What follows belongs to an exercise in optimizing a design on an open flow for small area and a short achievable clock period; a production flow would make more cautious choices. In this exercise RTL edits were held to simulation tests only and were not proved equivalent to the original. No driver is modelled on the clock port, so clock power and skew are understated where the tree is cut down; a real chip needs a root buffer or a tree. Power figures rest on the tool's default switching activity, not on a simulated workload.

Setup of v5:
==> flow/design.v (excerpt) <==
module doubling_adder_top (
  input  logic                  clk,
  input  logic                  arst_n,
  input  logic                  in_valid,
  input  logic [64-1:0] a,
  input  logic [64-1:0] b,
  input  logic                  cin,
  output logic [64:0]   sum,
  output logic                  out_valid
);
Size in the first run: roughly 960 cells after synthesis, about 8100 µm² of cells after synthesis.
clock: 3.2 ns
lec_check: 0
cap_margin: 20
core_margin: 2
core_utilization: 65
hold_slack_margin: 0.05
setup_slack_margin: 1.75
slew_margin: 20
synth_hierarchical: 1
synth_minimum_keep_size: 0
standard.sh (not shown) runs the stock make flow with config.mk's settings and CLKGATE_MAP_FILE= SYNTH_SCRIPT=/design/flow/synth_recipe.tcl, a recipe that flattens the netlist after the stock synthesis.
==> flow/flow/run.sh <==
#!/bin/bash
# Layout flow: the standard flow (standard.sh, unchanged synthesis) with
#  - the port buffers of buffer_ports set to the smallest buffer, which
#    repair_timing then sizes up where timing needs it (every port still gets
#    its own buffer);
#  - a small balanced clock tree (cts_tree.tcl) in place of TritonCTS: the clock
#    port drives four clock buffers, each driving two leaf clock buffers, each
#    leaf driving an eighth of the flip-flops.
set -euo pipefail
HERE=$(cd "$(dirname "$0")" && pwd)
bash standard.sh finish BUFFER_PORTS_ARGS="-buffer_cell sky130_fd_sc_hd__buf_1" \
  PRE_CTS_TCL="$HERE/cts_tree.tcl" CTS_TOP_BUFS=4 CTS_LEAF_BUFS=2 \
  CTS_TOP_CELL=sky130_fd_sc_hd__clkbuf_8 CTS_LEAF_CELL=sky130_fd_sc_hd__clkbuf_16 \
  > standard_flow.log 2>&1
==> flow/flow/cts_tree.tcl <==
# Sourced by ORFS cts.tcl before it builds the clock tree (PRE_CTS_TCL).
# Replaces clock_tree_synthesis with a small balanced tree: the clock port
# drives CTS_TOP_BUFS buffers, each of which drives CTS_LEAF_BUFS leaf buffers
# (or the flip-flops directly when CTS_LEAF_BUFS is 0). The flip-flops are split
# into groups of equal size by position (halves in x, then halves in y, ...),
# one group per leaf buffer, placed at the group's centre. Every flip-flop sees
# the same number and type of buffers, with no deliberate skew.
set ::cts_top  [expr {[info exists ::env(CTS_TOP_BUFS)]  ? $::env(CTS_TOP_BUFS)  : 4}]
set ::cts_leaf [expr {[info exists ::env(CTS_LEAF_BUFS)] ? $::env(CTS_LEAF_BUFS) : 2}]
set ::cts_top_cell  [expr {[info exists ::env(CTS_TOP_CELL)]  ? $::env(CTS_TOP_CELL)  : "sky130_fd_sc_hd__clkbuf_8"}]
set ::cts_leaf_cell [expr {[info exists ::env(CTS_LEAF_CELL)] ? $::env(CTS_LEAF_CELL) : "sky130_fd_sc_hd__clkbuf_16"}]

# items: list of {object x y}; split into n groups (n a power of two) of equal
# size by recursive bisection at the median, alternating between x and y.
proc cts_tree_split {items n axis} {
  if {$n <= 1} { return [list $items] }
  set idx [expr {$axis eq "x" ? 1 : 2}]
  set sorted [lsort -real -index $idx $items]
  set half [expr {[llength $sorted] / 2}]
  set other [expr {$axis eq "x" ? "y" : "x"}]
  return [concat [cts_tree_split [lrange $sorted 0 [expr {$half - 1}]] [expr {$n / 2}] $other] \
                 [cts_tree_split [lrange $sorted $half end] [expr {$n / 2}] $other]]
}

# Creates a buffer of cell $cell named $name driving the iterms of $items from
# net $in_net, placed at the centre of the items; returns {iterm x y} of its input.
proc cts_tree_buffer {name cell in_net items} {
  set block [ord::get_db_block]
  set master [[ord::get_db] findMaster $cell]
  set inst [odb::dbInst_create $block $master $name]
  set net [odb::dbNet_create $block "net_$name"]
  $net setSigType CLOCK
  set sx 0; set sy 0
  foreach item $items {
    lassign $item it x y
    $it disconnect
    $it connect $net
    set sx [expr {$sx + $x}]; set sy [expr {$sy + $y}]
  }
  set n [llength $items]
  set cx [expr {int($sx / $n)}]
  set cy [expr {int($sy / $n)}]
  $inst setLocation [expr {$cx - [$master getWidth] / 2}] [expr {$cy - [$master getHeight] / 2}]
  $inst setPlacementStatus PLACED
  set a [$inst findITerm A]
  $a connect $in_net
  [$inst findITerm X] connect $net
  puts "cts_tree: $name ($cell) drives $n loads at ($cx, $cy)"
  return [list $a $cx $cy]
}

proc clock_tree_synthesis {args} {
  puts "cts_tree: $::cts_top x $::cts_top_cell, each driving $::cts_leaf x $::cts_leaf_cell (replaces clock_tree_synthesis $args)"
  set block [ord::get_db_block]
  set clk_net [$block findNet clk]
  set items {}
  foreach it [$clk_net getITerms] {
    set inst [$it getInst]
    lassign [$inst getLocation] x y
    set m [$inst getMaster]
    lappend items [list $it [expr {$x + [$m getWidth] / 2}] [expr {$y + [$m getHeight] / 2}]]
  }
  set t 0
  foreach top_group [cts_tree_split $items $::cts_top x] {
    if {$::cts_leaf > 0} {
      set leaves {}
      set l 0
      foreach leaf_group [cts_tree_split $top_group $::cts_leaf [expr {$::cts_top % 2 ? "x" : "y"}]] {
        set tmp [odb::dbNet_create $block "net_tmp_${t}_$l"]
        lappend leaves [cts_tree_buffer "clkbuf_leaf_${t}_$l" $::cts_leaf_cell $tmp $leaf_group]
        incr l
      }
      set top_in [cts_tree_buffer "clkbuf_top_$t" $::cts_top_cell $clk_net $leaves]
      foreach l [$block getNets] { if {[string match "net_tmp_*" [$l getName]] && [llength [$l getITerms]] == 0} { odb::dbNet_destroy $l } }
    } else {
      cts_tree_buffer "clkbuf_top_$t" $::cts_top_cell $clk_net $top_group
    }
    incr t
  }
  $clk_net setSigType CLOCK
  set_propagated_clock [all_clocks]
}
#### Input delta (v44 over v5)
- a change of SETUP_SLACK_MARGIN from 1.75 to 1.88
==> flow/flow/run.sh <==
#!/bin/bash
# Layout flow: the standard flow (standard.sh, unchanged synthesis) with
#  - the port buffers of buffer_ports set to sky130_fd_sc_hd__buf_2, which
#    repair_timing sizes up where timing needs it (every port still gets its
#    own buffer);
#  - a small balanced clock tree (cts_tree.tcl) in place of TritonCTS: the clock
#    port drives four clock inverters, each driving two leaf clock inverters,
#    each leaf driving an eighth of the flip-flops (two inversions on every
#    path, so each acts as a buffer).
set -euo pipefail
HERE=$(cd "$(dirname "$0")" && pwd)
bash standard.sh finish BUFFER_PORTS_ARGS="-buffer_cell sky130_fd_sc_hd__buf_2" \
  PRE_CTS_TCL="$HERE/cts_tree.tcl" CTS_TOP_BUFS=4 CTS_LEAF_BUFS=2 \
  CTS_TOP_CELL=sky130_fd_sc_hd__clkinv_8 CTS_LEAF_CELL=sky130_fd_sc_hd__clkinv_8 \
  > standard_flow.log 2>&1
-- flow/flow/cts_tree.tcl --
<<< v5, line 1
# Sourced by ORFS cts.tcl before it builds the clock tree (PRE_CTS_TCL).
# Replaces clock_tree_synthesis with a small balanced tree: the clock port
# drives CTS_TOP_BUFS buffers, each of which drives CTS_LEAF_BUFS leaf buffers
# (or the flip-flops directly when CTS_LEAF_BUFS is 0). The flip-flops are split
# into groups of equal size by position (halves in x, then halves in y, ...),
# one group per leaf buffer, placed at the group's centre. Every flip-flop sees
>>> v44, line 1
# Sourced by ORFS cts.tcl before it builds the clock tree (PRE_CTS_TCL).
# Replaces clock_tree_synthesis with a small balanced tree: the clock port
# drives CTS_TOP_BUFS cells, each of which drives CTS_LEAF_BUFS leaf cells (or
# the flip-flops directly when CTS_LEAF_BUFS is 0). The cells may be buffers or
# inverters; with inverters both levels invert, so every flip-flop still sees
# the clock's rising edge through two inversions, like a buffer. The flip-flops are split
# into groups of equal size by position (halves in x, then halves in y, ...),
# one group per leaf buffer, placed at the group's centre. Every flip-flop sees
<<< v5, line 45
  set a [$inst findITerm A]
  $a connect $in_net
  [$inst findITerm X] connect $net
  puts "cts_tree: $name ($cell) drives $n loads at ($cx, $cy)"
  return [list $a $cx $cy]
>>> v44, line 47
  set a [$inst findITerm A]
  $a connect $in_net
  foreach it [$inst getITerms] {
    if {[$it isOutputSignal]} { $it connect $net }
  }
  puts "cts_tree: $name ($cell) drives $n loads at ($cx, $cy)"
  return [list $a $cx $cy]
Notes after the runs:
Looking across v5 and v44, the single run that reached the end with no open violations was v5. Tool error DPL-0038 stopped v44 during global routing; no final results. Compared with v5, in v44 global placer's final weighted congestion increased by 0.053 relative to the old numbers, number of distinct library cells after synthesis closely matched the old numbers, synthesized instance count closely matched the old numbers. As far as number of nets produced by synthesis goes, v5 and v44 are indistinguishable; the numbers are identical. Instance area at placement, v5 and v44: higher on v44. Going from v5 to v44, the post-cts resize count was found to have gone up by 229. Compared with v5, in v44 worst setup timing slack at the placement stage went down; detailed placer's ending HPWL went up; setup fix buffers added after clock tree synthesis went up.
[inputs] v53 vs v44
- SETUP_SLACK_MARGIN now 1.72, was 1.88
-- flow/flow/run.sh --
<<< v44, line 12
bash standard.sh finish BUFFER_PORTS_ARGS="-buffer_cell sky130_fd_sc_hd__buf_2" \
  PRE_CTS_TCL="$HERE/cts_tree.tcl" CTS_TOP_BUFS=4 CTS_LEAF_BUFS=2 \
  CTS_TOP_CELL=sky130_fd_sc_hd__clkinv_8 CTS_LEAF_CELL=sky130_fd_sc_hd__clkinv_8 \
  > standard_flow.log 2>&1
>>> v53, line 12
bash standard.sh finish BUFFER_PORTS_ARGS="-buffer_cell sky130_fd_sc_hd__buf_2" \
  PRE_CTS_TCL="$HERE/cts_tree.tcl" CTS_TOP_BUFS=4 CTS_LEAF_BUFS=2 \
  CTS_TOP_CELL=sky130_fd_sc_hd__clkinv_2 CTS_LEAF_CELL=sky130_fd_sc_hd__clkinv_8 \
  > standard_flow.log 2>&1
[summary]
Having completed the whole flow, v53 delivered a layout that passed the timing, design-rule and antenna checks. Diff v53..v44 | count of buffers from port buffering | unchanged. Status: sequential share of the synthesized area parity (v53, v44). v53 against v44: post-cts repair resize count decreased by 266 relative to the old numbers; cell area after placement decreased by 440 µm² relative to the old numbers; hold buffer count at CTS closely matched the old numbers. From v53 to v44, die boundary width did not move at all. v53 -> v44: count of placed standard cells including taps flat. v53 — worst setup timing slack at the placement stage 0.049 ns higher, v44 as reference. Diff v44 and v53: post-CTS setup buffer count lower in v53. Weighted congestion reported at the end of routability-driven placement: v53 vs v44 down 7.3%.
#### Input delta (v27 over v53)
- SETUP_SLACK_MARGIN changed from 1.72 to 1.8
-- flow/flow/run.sh --
<<< v53, line 12
bash standard.sh finish BUFFER_PORTS_ARGS="-buffer_cell sky130_fd_sc_hd__buf_2" \
  PRE_CTS_TCL="$HERE/cts_tree.tcl" CTS_TOP_BUFS=4 CTS_LEAF_BUFS=2 \
  CTS_TOP_CELL=sky130_fd_sc_hd__clkinv_2 CTS_LEAF_CELL=sky130_fd_sc_hd__clkinv_8 \
  > standard_flow.log 2>&1
>>> v27, line 12
bash standard.sh finish BUFFER_PORTS_ARGS="-buffer_cell sky130_fd_sc_hd__buf_2" \
  PRE_CTS_TCL="$HERE/cts_tree.tcl" CTS_TOP_BUFS=4 CTS_LEAF_BUFS=2 \
  CTS_TOP_CELL=sky130_fd_sc_hd__clkinv_8 CTS_LEAF_CELL=sky130_fd_sc_hd__clkinv_8 \
  > standard_flow.log 2>&1
==> run summary <==
On share of the final layout cell area in sequential cells, the lower figure sits with v27, not v53.
Changes observed in v27 relative to v53: via count of the first global-routing pass saw an increase; total internal power saw an increase; global router's overall resource usage saw an increase; final HPWL from detailed placement saw an increase; source-to-sink clock delay at the later pin of the worst-skew pair saw a decrease.
Critical path depth up 5 in v27 wrt v53
Changes observed in v27 relative to v53: global-route wire length before repair has increased; area of all placed cells without fillers has increased.
v53 -> v27: post-synth net total flat
v53 reports its slowest stage cell on the critical path as dfrtp_1 while v27 reports nor2_1.
Compared with v53, v27 is hungrier on power.
> inputs changed (v27 -> v57)
- changing SETUP_SLACK_MARGIN from 1.8 to 1.65
==> flow/flow/run.sh <==
#!/bin/bash
# Layout flow: the standard flow (standard.sh, unchanged synthesis) with
#  - the port buffers of buffer_ports set to the smallest buffer, which
#    repair_timing then sizes up where timing needs it (every port still gets
#    its own buffer);
#  - a small balanced clock tree (cts_tree.tcl) in place of TritonCTS: the clock
#    port drives four clock buffers, each driving two leaf clock buffers, each
#    leaf driving an eighth of the flip-flops.
set -euo pipefail
HERE=$(cd "$(dirname "$0")" && pwd)
bash standard.sh finish BUFFER_PORTS_ARGS="-buffer_cell sky130_fd_sc_hd__buf_1" \
  PRE_CTS_TCL="$HERE/cts_tree.tcl" CTS_TOP_BUFS=4 CTS_LEAF_BUFS=2 \
  CTS_TOP_CELL=sky130_fd_sc_hd__clkbuf_8 CTS_LEAF_CELL=sky130_fd_sc_hd__clkbuf_16 \
  > standard_flow.log 2>&1
-- flow/flow/cts_tree.tcl --
<<< v27, line 1
# Sourced by ORFS cts.tcl before it builds the clock tree (PRE_CTS_TCL).
# Replaces clock_tree_synthesis with a small balanced tree: the clock port
# drives CTS_TOP_BUFS cells, each of which drives CTS_LEAF_BUFS leaf cells (or
# the flip-flops directly when CTS_LEAF_BUFS is 0). The cells may be buffers or
# inverters; with inverters both levels invert, so every flip-flop still sees
# the clock's rising edge through two inversions, like a buffer. The flip-flops are split
# into groups of equal size by position (halves in x, then halves in y, ...),
# one group per leaf buffer, placed at the group's centre. Every flip-flop sees
>>> v57, line 1
# Sourced by ORFS cts.tcl before it builds the clock tree (PRE_CTS_TCL).
# Replaces clock_tree_synthesis with a small balanced tree: the clock port
# drives CTS_TOP_BUFS buffers, each of which drives CTS_LEAF_BUFS leaf buffers
# (or the flip-flops directly when CTS_LEAF_BUFS is 0). The flip-flops are split
# into groups of equal size by position (halves in x, then halves in y, ...),
# one group per leaf buffer, placed at the group's centre. Every flip-flop sees
<<< v27, line 47
  set a [$inst findITerm A]
  $a connect $in_net
  foreach it [$inst getITerms] {
    if {[$it isOutputSignal]} { $it connect $net }
  }
  puts "cts_tree: $name ($cell) drives $n loads at ($cx, $cy)"
  return [list $a $cx $cy]
>>> v57, line 45
  set a [$inst findITerm A]
  $a connect $in_net
  [$inst findITerm X] connect $net
  puts "cts_tree: $name ($cell) drives $n loads at ($cx, $cy)"
  return [list $a $cx $cy]
Results
Of v57 and v27, v27 shows the lower total clock network power, with v57 above it.
v57: arrival time of the worst setup path 0.11 ns above v27
Area of all placed cells without fillers, v57 and v27: lower on v57
Re growth of design area from synthesis to finish: v57 and v27 aren't equal, and the lower value belongs to v57.
Taking v27 as 1.0, v57 lands at 0.77 on power dissipated in combinational cells.
Looking at commonest non-fill, non-tap cell in the layout, the buf_2 result is from v27; the buf_1 one comes from v57.
The last element of the critical path comes out s_q[39] in one run and g_q[0] in the other, namely in v27 and v57 respectively.
--- input diff v57..v19 ---
- swapping 1.65 for 1.7 in SETUP_SLACK_MARGIN
Results
v19: growth of design area from synthesis to finish 0.91 points above v57. Compared to v57, v19 has overall track demand over capacity in global routing 0.78 points higher. Status: multi-input combinational area share parity (v57, v19). Final worst setup slack: lower on v57. On total power of the final layout: between v19 and v57, it ends up lower for v57.
In v5, v53, v27, v57 and v19 the design's own scripts or RTL, not TritonCTS, make the clock network.

## separate check: timing with driven ports
How much do the figures lean on ideal ports? The routed layouts below were timed once more, with nothing changed but the port constraints.
Step 1: set_driving_cell puts a clkbuf_16 on clk and a buf_2 on each other input, an assumption about the parent block.
Step 2 adds t to the input delays and takes it off the output delays; t is the mean of the earliest and latest rising clock arrival at the registers after step 1. Input paths then give back, and output paths get back, about the clock's delay inside the block.
Three values: no drivers, after step 1, after step 2; two values: the first two.
run	shift t [ns]	slack for setup (ns)	worst setup path after step 2	cell pins on the clock port's net
v5	0.349	1.716 / 1.645 / 1.460	input to register	4
v53	0.345	1.692 / 1.619 / 1.468	input to register	4
v27	0.280	1.647 / 1.685 / 1.492	input to register	4
v57	0.345	1.692 / 1.636 / 1.391	input to register	4
v19	0.348	1.723 / 1.651 / 1.482	input to register	4
After both steps every run listed still meets setup and hold. For v57, which loses most, drivers alone change the setup slack by -0.056 ns; drivers and shift together by -0.301 ns.
